This design comes from an exercise in tuning for small area, a short achievable clock period and few clock cycles per item on the open sky130 flow, not from production work. RTL that was checked went through simulation tests only; none was proved equivalent to the original. Power is estimated from default activity; no workload was simulated.

the reference run:
## bresenham_line_stepper_top
module bresenham_line_stepper_top (
    input  wire logic                            aclk,
    input  wire logic                            aresetn,
    input  wire logic                            cfg_wr_en,
    input  wire logic [bls_pkg::CFG_IDX_W-1:0]   cfg_index,
    input  wire logic [bls_pkg::CFG_DATA_W-1:0]  cfg_wdata,
    input  wire logic                            s_tvalid,
    output logic                                 s_tready,
    input  wire logic [103:0]                    s_tdata,
    input  wire logic                            s_tuser,
    output logic                                 m_tvalid,
    input  wire logic                            m_tready,
    output logic [103:0]                         m_tdata,
    output logic                                 m_tuser,
    output logic                                 m_tlast
);
    localparam int LW = 29;             
    logic [WIN_W-1:0]   win_width_reg;
  ...
Size: roughly 2,700 cells after synthesis, roughly 290 flip-flops, about 250 I/O pins, about 24,000 um2 of cells after synthesis.
clock: 8.5 ns
lec_check: 0
cap_margin: 20
core_margin: 2
core_utilization: 40
cts_buf_list: sky130_fd_sc_hd__clkbuf_16
cts_cluster_diameter: 80
cts_cluster_size: 40
setup_slack_margin: 3.75
slew_margin: 20
standard.sh (not shown) runs the stock make flow with config.mk's settings and CLKGATE_MAP_FILE= SYNTH_SCRIPT=/design/flow/synth_recipe.tcl, a recipe that flattens the netlist after the stock synthesis.
==> flow/flow/run.sh <==
#!/bin/bash
# The standard layout (the standard.sh), with the port buffers made from buf_1 cells
# instead of the buffer that buffer_ports picks by default. Every port still gets a buffer.
set -euo pipefail
export BUFFER_PORTS_ARGS="-buffer_cell sky130_fd_sc_hd__buf_1"
bash standard.sh > standard.log 2>&1
Having completed the whole flow, the reference run delivered a layout that passed the timing, design-rule and antenna checks.
The inputs of the trial run differ from those of the reference run as listed below.
--- a/flow/design.v
+++ b/flow/design.v
@@ -77,23 +77,22 @@
             for (int i = 0; i < 29; i++)
                 if (i[l]) begin
                     j = (i & ~((2 << l) - 1)) + (1 << l) - 1;
                     g[i] = g[i] | (p[i] & g[j]);
                     p[i] = p[i] & p[j];
                 end
         sk_add = p0 ^ {g[27:0], 1'b0};
     endfunction
     logic               vld_reg, busy_reg, stp_reg, act_reg, pix_reg, last_reg, win_reg;
     logic               b0_reg, b1_reg, b2_reg;    
     logic               prep_reg;                  
-    logic               sd_reg, sa_reg, si_reg;    
     logic [1:0]         it_reg;                    
     logic [15:0]        x_reg, y_reg;
     logic [COLOR_W-1:0] col_reg;
     logic [15:0]        dx_reg, dy_reg;    
     logic               sxn_reg, syn_reg;
     logic [18:0]        f1_reg, f2_reg;
     logic [15:0]        cnt_reg;
     logic [LW-1:0]      lin_reg;
     logic [2:0]         syh_reg, syl_reg;
     logic [6:0]         xcm_reg;
     logic               xcn_reg;
@@ -108,25 +107,25 @@
     assign in_use_default = s_tdata[96];
     logic accept, start, step, idle_step, recalc, load;
     assign s_tready  = !busy_reg && (!vld_reg || m_tready);
     assign accept    = s_tvalid && s_tready;
     assign start     = accept && (s_tuser == REQ_START);
     assign step      = accept && (s_tuser == REQ_STEP) && act_reg;
     assign idle_step = accept && (s_tuser == REQ_STEP) && !act_reg;
     assign recalc    = cfg_wr_en && act_reg && (cfg_index[2:1] == 2'b01);
     assign load      = start || recalc;
     logic it_last, s_diff, s_abs, s_init;
     assign it_last = busy_reg && (it_reg == 2'd3);
-    assign s_diff  = sd_reg;
-    assign s_abs   = sa_reg;
-    assign s_init  = si_reg;
+    assign s_diff  = busy_reg && stp_reg && b0_reg;
+    assign s_abs   = busy_reg && stp_reg && b1_reg;
+    assign s_init  = busy_reg && stp_reg && b2_reg;
     logic mv_x, mv_y;
     assign mv_x = !f1_reg[18];
     assign mv_y = f2_reg[18];
     logic [18:0] dx2, dy2, f1_base, f2_base, f1_a, f2_a, f1_b, f2_b;
     logic [18:0] f1_s, f1_c, f2_s, f2_c, f1_new, f2_new;
     logic        f1_neg, f2_neg;
     assign dx2    = {2'b00, dx_reg, 1'b0};
     assign dy2    = {2'b00, dy_reg, 1'b0};
     assign f1_neg = f1_reg[18];
     assign f2_neg = f2_reg[18];
     always_comb begin
@@ -297,25 +296,22 @@
                 busy_reg <= 1'b0;
             end else if (m_tready) begin
                 vld_reg  <= 1'b0;
             end
         end
     end
     always_ff @(posedge aclk) begin
         if (start) it_reg <= {1'b0, skip_in};
         else if (recalc) it_reg <= {1'b0, skip_rg};
         else if (busy_reg && !prep_reg) it_reg <= it_reg + 2'd1;
         prep_reg <= recalc;
-        sd_reg   <= start;
-        sa_reg   <= sd_reg && aresetn;
-        si_reg   <= sa_reg && aresetn;
         b0_reg <= start || (prep_reg && !load);
         b1_reg <= b0_reg && !load;
         b2_reg <= b1_reg && !load;
         if (start) stp_reg <= 1'b1;
         else if (recalc) stp_reg <= 1'b0;
         syh_reg <= bdec(wy[4:2]);
         syl_reg <= bdec(wy[2:0]);
         xcm_reg <= xr[6:0];
         xcn_reg <= xr[7];
     end
     always_ff @(posedge aclk) begin
==> run summary <==
The trial run reached the end of the flow, and the finished layout is clean on the timing, design-rule and antenna checks. Between the trial run and the reference run, final critical delay including setup and external delays is higher for the reference run, the trial run comes in under that. Per the comparison of the trial run with the reference run, core utilization saw little to no change, layout multi-input combinational cell count saw a decrease. The final reports for the trial run and the reference run show area of the placeable core lower in the former. The trial run against the reference run; cell area is down slightly. The post-route total power reported for the trial run is smaller than that of the reference run by 28%.
Testbench counts of the trial run, summed over its fixed seeds: cycles 300,770, items 279,162.
Only the layout flow was run in the reference run; the RTL was not checked for function there.

bresenham_line_stepper_top, a different RTL version from the one above (not shown whole).
Size in the first run: roughly 290 flip-flops, ~250 I/O pins, roughly 24000 µm² of cells after synthesis.
make LEC_CHECK=0 CAP_MARGIN=20 CORE_MARGIN=2 CORE_UTILIZATION=40 SETUP_SLACK_MARGIN=3.5 SLEW_MARGIN=20 finish   # period 8.5 ns
run.sh (not shown) runs the stock make flow with config.mk's settings and CLKGATE_MAP_FILE= SYNTH_SCRIPT=/design/flow/synth_recipe.tcl, a recipe that flattens the netlist after the stock synthesis.
Stock flow here: none of the scripts above is used.
The first run finished with timing, DRC and antenna clean.
Testbench counts at the start, summed over its fixed seeds: cycles 300,770, items 279,162.
Rerun with:
--- a/flow/design.v
+++ b/flow/design.v
@@ -78,18 +78,19 @@
                 if (i[l]) begin
                     j = (i & ~((2 << l) - 1)) + (1 << l) - 1;
                     g[i] = g[i] | (p[i] & g[j]);
                     p[i] = p[i] & p[j];
                 end
         sk_add = p0 ^ {g[27:0], 1'b0};
     endfunction
     logic               vld_reg, busy_reg, stp_reg, act_reg, pix_reg, last_reg, win_reg;
     logic               b0_reg, b1_reg, b2_reg;    
+    logic               prep_reg;                  
     logic [1:0]         it_reg;                    
     logic [15:0]        x_reg, y_reg;
     logic [COLOR_W-1:0] col_reg;
     logic [15:0]        dx_reg, dy_reg;    
     logic               sxn_reg, syn_reg;
     logic [18:0]        f1_reg, f2_reg;
     logic [15:0]        cnt_reg;
     logic [LW-1:0]      lin_reg;
     logic [2:0]         syh_reg, syl_reg;
@@ -195,19 +196,19 @@
         case (j)
             2'd0: bwin = ve[16:12];
             2'd1: bwin = ve[12:8];
             2'd2: bwin = ve[8:4];
             default: bwin = ve[4:0];
         endcase
     endfunction
     logic [3:0] bpp_next;
     logic [6:0] bm3, bm5, bm7;
-    assign bpp_next = (cfg_wr_en && (cfg_index == CFG_BYTES_PER_PIX)) ? cfg_wdata[3:0] : bpp_reg;
+    assign bpp_next = bpp_reg;
     assign bm3 = {3'b000, bpp_next} + {2'b00, bpp_next, 1'b0};
     assign bm5 = {3'b000, bpp_next} + {1'b0, bpp_next, 2'b00};
     assign bm7 = {bpp_next, 3'b000} - {3'b000, bpp_next};
     function automatic logic [7:0] xrow(input logic [4:0] w, input logic [3:0] b,
                                         input logic [6:0] m3, input logic [6:0] m5,
                                         input logic [6:0] m7);
         logic [6:0] p;
         logic [3:0] k;
         k = w[4] ? 4'd8 - ({1'b0, w[3:1]} + {3'b000, w[0]}) : {1'b0, w[3:1]} + {3'b000, w[0]};
@@ -227,19 +228,19 @@
     function automatic logic lead0(input logic [15:0] x, input logic [15:0] y);
         lead0 = (x[15:11] == {5{x[15]}}) && (y[15:11] == {5{y[15]}});
     endfunction
     logic       skip_in, skip_rg;
     logic [1:0] rj;
     logic [4:0] wy_in0, wy_in1, wy_rg, wy;
     logic [7:0] xr_in0, xr_in1, xr_rg, xr;
     assign skip_in = lead0(in_sx, in_sy);
     assign skip_rg = lead0(x_reg, y_reg);
-    assign rj      = recalc ? {1'b0, skip_rg} : it_reg + 2'd1;
+    assign rj      = prep_reg ? it_reg : it_reg + 2'd1;
     assign wy_in0  = bwin(in_sy, 2'd0);
     assign wy_in1  = bwin(in_sy, 2'd1);
     assign wy_rg   = bwin(y_reg, rj);
     assign xr_in0  = xrow(bwin(in_sx, 2'd0), bpp_next, bm3, bm5, bm7);
     assign xr_in1  = xrow(bwin(in_sx, 2'd1), bpp_next, bm3, bm5, bm7);
     assign xr_rg   = xrow(bwin(x_reg, rj), bpp_next, bm3, bm5, bm7);
     assign wy      = start ? (skip_in ? wy_in1 : wy_in0) : wy_rg;
     assign xr      = start ? (skip_in ? xr_in1 : xr_in0) : xr_rg;
     function automatic logic [LW-1:0] prow(input logic [2:0] s, input logic [15:0] m);
@@ -295,20 +296,21 @@
                 busy_reg <= 1'b0;
             end else if (m_tready) begin
                 vld_reg  <= 1'b0;
             end
         end
     end
     always_ff @(posedge aclk) begin
         if (start) it_reg <= {1'b0, skip_in};
         else if (recalc) it_reg <= {1'b0, skip_rg};
-        else if (busy_reg) it_reg <= it_reg + 2'd1;
-        b0_reg <= load;
+        else if (busy_reg && !prep_reg) it_reg <= it_reg + 2'd1;
+        prep_reg <= recalc;
+        b0_reg <= start || (prep_reg && !load);
         b1_reg <= b0_reg && !load;
         b2_reg <= b1_reg && !load;
         if (start) stp_reg <= 1'b1;
         else if (recalc) stp_reg <= 1'b0;
         syh_reg <= bdec(wy[4:2]);
         syl_reg <= bdec(wy[2:0]);
         xcm_reg <= xr[6:0];
         xcn_reg <= xr[7];
     end
@@ -341,18 +343,18 @@
             sxn_reg <= f1_neg;
             syn_reg <= f2_neg;
         end
         if (step || s_diff || s_abs || s_init) begin
             f1_reg <= f1_new;
             f2_reg <= f2_new;
         end
         if (s_init) cnt_reg <= (dx_reg < dy_reg) ? dy_reg : dx_reg;
         else if (step) cnt_reg <= cnt_reg - 16'd1;
-        if (step || busy_reg) lin_reg <= lin_next;
+        if (step || (busy_reg && !prep_reg)) lin_reg <= lin_next;
     end
     assign m_tvalid = vld_reg;
     assign m_tuser  = pix_reg;
     assign m_tlast  = last_reg;
     assign m_tdata  = {7'b0, col_reg, 3'b000, win_reg ? lin_reg : {LW{1'b0}}, win_reg,
                        y_reg, x_reg};
 endmodule
 `default_nettype wire
First-iteration DRC count came out higher by a few percent; utilization barely changes; clock skew came out lower by 7.7 ps; maximum frequency came out higher slightly; final area came out lower by a few percent; non-clock buffer count came out lower by 22; setup slack is better by 95 ps; total power came out higher by a few percent; synthesized area came out lower by a few percent; sequential share of layout area came out higher by 0.66 points; die area came out lower by a few percent.
Testbench counts after the change, summed over its fixed seeds: cycles 300,770, items 279,162.

## port drivers added, routing unchanged
How much do the figures lean on ideal ports? The routed layouts below were timed once more, with nothing changed but the port constraints. Step 1 (the two cells are an assumption about what drives the block):
set clk [get_ports {aclk}]
set_driving_cell -lib_cell sky130_fd_sc_hd__clkbuf_16 $clk
set_driving_cell -lib_cell sky130_fd_sc_hd__buf_2 [delete_from_list [all_inputs] $clk]
Step 2 moves the port delays by t, midway between the first and last clock arrival at a register: inputs arrive t later, outputs are due t later. That takes back most of the time a late clock gives input paths. Slacks: ideal / step 1 / step 2; pairs: ideal / step 1.
run	t (ns)	setup WS [ns]	worst setup path at the end	clock arrival spread, ns	pins driven straight from the clock port
the reference run	0.634	3.751 / 3.751 / 3.416	input to register	0.062 / 0.062	1
the trial run	0.623	3.778 / 3.778 / 3.372	input to register	0.025 / 0.025	1
the first run of note 2	0.631	3.460 / 3.364 / 2.956	input to register	0.029 / 0.029	1
the second run of note 2	0.619	3.555 / 3.530 / 3.144	input to register	0.021 / 0.021	1
After both steps setup and hold are still met in every run listed. The setup slack of the first run of note 2, which loses most, moves by -0.096 ns with the drivers and by -0.504 ns with both steps.
